From an optimization exercise on the open Yosys and OpenROAD flow, aimed at small area, a short achievable clock period and few clock cycles; shortcuts taken in it are not production practice.
The RTL was checked by simulation tests, not by an equivalence proof against the original design.
No activity file was given, so power comes from the tool's default toggle rates.

Setup of sierra:
Design crc_codeword_packer_unit, start of the top module:
module crc_codeword_packer_unit (
   input  logic        clock,
   input  logic        reset,
   input  logic        req_valid,
   output logic        req_ready,
   input  logic [7:0]  req_data_byte,
   output logic        rsp_valid,
   input  logic        rsp_ready,
   output logic [7:0]  rsp_out_byte,
   output logic        rsp_is_header,
   output logic        rsp_last_of_run,
   input  logic        csr_write_en,
   input  logic [1:0]  csr_index,
   input  logic [31:0] csr_wdata
);
Size: roughly 1400 cells after synthesis, ~190 flip-flops, ~59 I/O pins, roughly 13000 um2 of cells after synthesis.
Settings: LEC_CHECK=0, ABC_CLOCK_PERIOD_IN_PS=3000, CAP_MARGIN=20, CORE_MARGIN=2, CORE_UTILIZATION=70, CTS_BUF_LIST=sky130_fd_sc_hd__clkbuf_8, CTS_CLUSTER_SIZE=30, SLEW_MARGIN=20; clock period 16.0 ns.
standard.sh (not shown) runs the stock make flow with config.mk's settings and CLKGATE_MAP_FILE= SYNTH_SCRIPT=/design/flow/synth_recipe.tcl, a recipe that flattens the netlist after the stock synthesis.
==> flow/flow/run.sh <==
#!/bin/bash
# Standard layout, with the timing repair steps aiming for setup slack well
# above zero at the design's clock period, plain buffers on the ports, and
# clock tree synthesis without dummy loads.
set -euo pipefail
bash standard.sh SETUP_SLACK_MARGIN=11.85 \
  "BUFFER_PORTS_ARGS=-buffer_cell sky130_fd_sc_hd__buf_4" \
  "CTS_ARGS=-sink_clustering_enable -repair_clock_nets -sink_clustering_size 30 -buf_list sky130_fd_sc_hd__clkbuf_8 -dont_use_dummy_load" \
  finish > standard_make.log 2>&1
Testbench counts of sierra, summed over its fixed seeds: cycles 14,147.
The inputs of garnet differ from those of sierra as listed below.
- CORE_UTILIZATION now 65, was 70
diff --git a/flow/flow/run.sh b/flow/flow/run.sh
--- a/flow/flow/run.sh
+++ b/flow/flow/run.sh
@@ -6 +6 @@
-bash standard.sh SETUP_SLACK_MARGIN=11.85 \
+bash standard.sh SETUP_SLACK_MARGIN=11.8 \
==> notes.md <==
garnet ran to completion and came out clean on the timing, design-rule and antenna checks. Going from sierra to garnet, the row count was found to have gone up by 2. Lower power share of the clock group goes to sierra over garnet. The overall power consumption of garnet is lower than that of sierra. In the reports for sierra and garnet, the larger final hold slack belongs to garnet. Of the two values seen for destination of the critical timing path, req_ready was produced by sierra and rsp_out_byte[1] by garnet. Number of clock sinks: garnet vs sierra identical.
### garnet -> amber
- swapping 65 for 70 in CORE_UTILIZATION
==> flow/flow/run.sh <==
#!/bin/bash
# Standard layout, with the timing repair steps aiming for setup slack well
# above zero at the design's clock period, and clock tree synthesis without
# dummy loads.
set -euo pipefail
bash standard.sh SETUP_SLACK_MARGIN=11.3 \
  "CTS_ARGS=-sink_clustering_enable -repair_clock_nets -sink_clustering_size 30 -buf_list sky130_fd_sc_hd__clkbuf_8 -dont_use_dummy_load" \
  finish > standard_make.log 2>&1
==> notes.md <==
- amber vs. garnet: amount of wire on met2 after detailed routing climbed 420 um, number of tap cells added at floorplan dropped 14%.
- garnet vs amber, type of the worst setup path: reg2out vs in2reg
- garnet → amber: total track usage moved up; area enclosed by the die boundary moved down; worst hold slack level; total power moved up; worst-path maximum fanout moved up.
- On global-route wire length before repair, the lower figure sits with garnet, not amber.
Inputs modified between amber and xenon:
- clearing CTS_BUF_LIST, which used to be sky130_fd_sc_hd__clkbuf_8
- swapping 70 for 75 in CORE_UTILIZATION
- putting PLACE_DENSITY at 0.85 where nothing was set
- clearing CTS_CLUSTER_SIZE, which used to be 30
diff --git a/flow/flow/run.sh b/flow/flow/run.sh
--- a/flow/flow/run.sh
+++ b/flow/flow/run.sh
@@ -6 +6 @@
-bash standard.sh SETUP_SLACK_MARGIN=11.3 \
+bash standard.sh SETUP_SLACK_MARGIN=11.5 \
==> notes.md <==
amber → xenon: combinational power has increased, number of global-route vias before repair climbed 309, die area -6.5%, global-route wire length before repair shows no meaningful change, utilization after layout up 6.6 points. Final weighted congestion in routability-driven placement | xenon below amber. Summary of xenon over amber: share of cell area taken by flip-flops and latches decreased by 0.21 points relative to the old numbers, overall power after layout increased by 0.33% relative to the old numbers, final design instance area without fill increased by 0.64% relative to the old numbers. On wire length on met2, the higher figure sits with xenon, not amber. Looking at critical path depth, xenon sits 1 below amber.
Input-level comparison between onyx and xenon:
- setting CTS_BUF_LIST to sky130_fd_sc_hd__clkbuf_8 for the first time
- removing PLACE_DENSITY (formerly 0.85)
- setting CTS_CLUSTER_SIZE to 30 for the first time
- changing CORE_UTILIZATION from 75 to 70
diff --git a/flow/flow/run.sh b/flow/flow/run.sh
--- a/flow/flow/run.sh
+++ b/flow/flow/run.sh
@@ -3,2 +3,2 @@
-# above zero at the design's clock period, and clock tree synthesis without
-# dummy loads.
+# above zero at the design's clock period, plain buffers on the ports, and
+# clock tree synthesis without dummy loads.
@@ -6 +6,2 @@
-bash standard.sh SETUP_SLACK_MARGIN=11.5 \
+bash standard.sh SETUP_SLACK_MARGIN=11.65 \
+  "BUFFER_PORTS_ARGS=-buffer_cell sky130_fd_sc_hd__buf_4" \
onyx | stages: all done | timing, DRC, antenna: all pass. On tightest hold margin, xenon loses to onyx. Delta (onyx minus xenon): wire length down 1000 um; global-route usage down 2.8 points. hfb[6] as the capturing instance or port of the critical path was reported by xenon, and rsp_out_byte[1] by onyx.

[separate check: timing with driven ports]
Ports are ideal in the flow. The routed layouts listed here were re-timed in OpenROAD. Step 1: set_driving_cell puts a clkbuf_16 on clock and a buf_2 on each other input, an assumption about the parent block. Step 2 also shifts input and output timing later by t, the mid clock arrival at the registers, as if the neighbouring blocks saw the same clock. Three values: ideal, step 1, step 2; two values: the first two.
run | t (ns) | setup WS [ns] | worst register clock-pin slew, ns | worst slew at a driven data input, ns | cell pins on the clock port's net
sierra | 0.485 | 11.872 / 11.832 / 11.412 | 0.11 / 0.11 | 0.05 | 1
garnet | 0.504 | 11.830 / 11.784 / 11.359 | 0.11 / 0.11 | 0.06 | 1
amber | 0.497 | 11.379 / 11.343 / 10.901 | 0.11 / 0.11 | 0.05 | 1
xenon | 0.514 | 11.555 / 11.577 / 11.063 | 0.11 / 0.11 | 0.05 | 1
onyx | 0.508 | 11.778 / 11.734 / 11.351 | 0.12 / 0.12 | 0.05 | 1
After both steps every run listed still meets setup and hold. The setup slack of xenon, which loses most, moves by +0.022 ns with the drivers and by -0.492 ns with both steps.
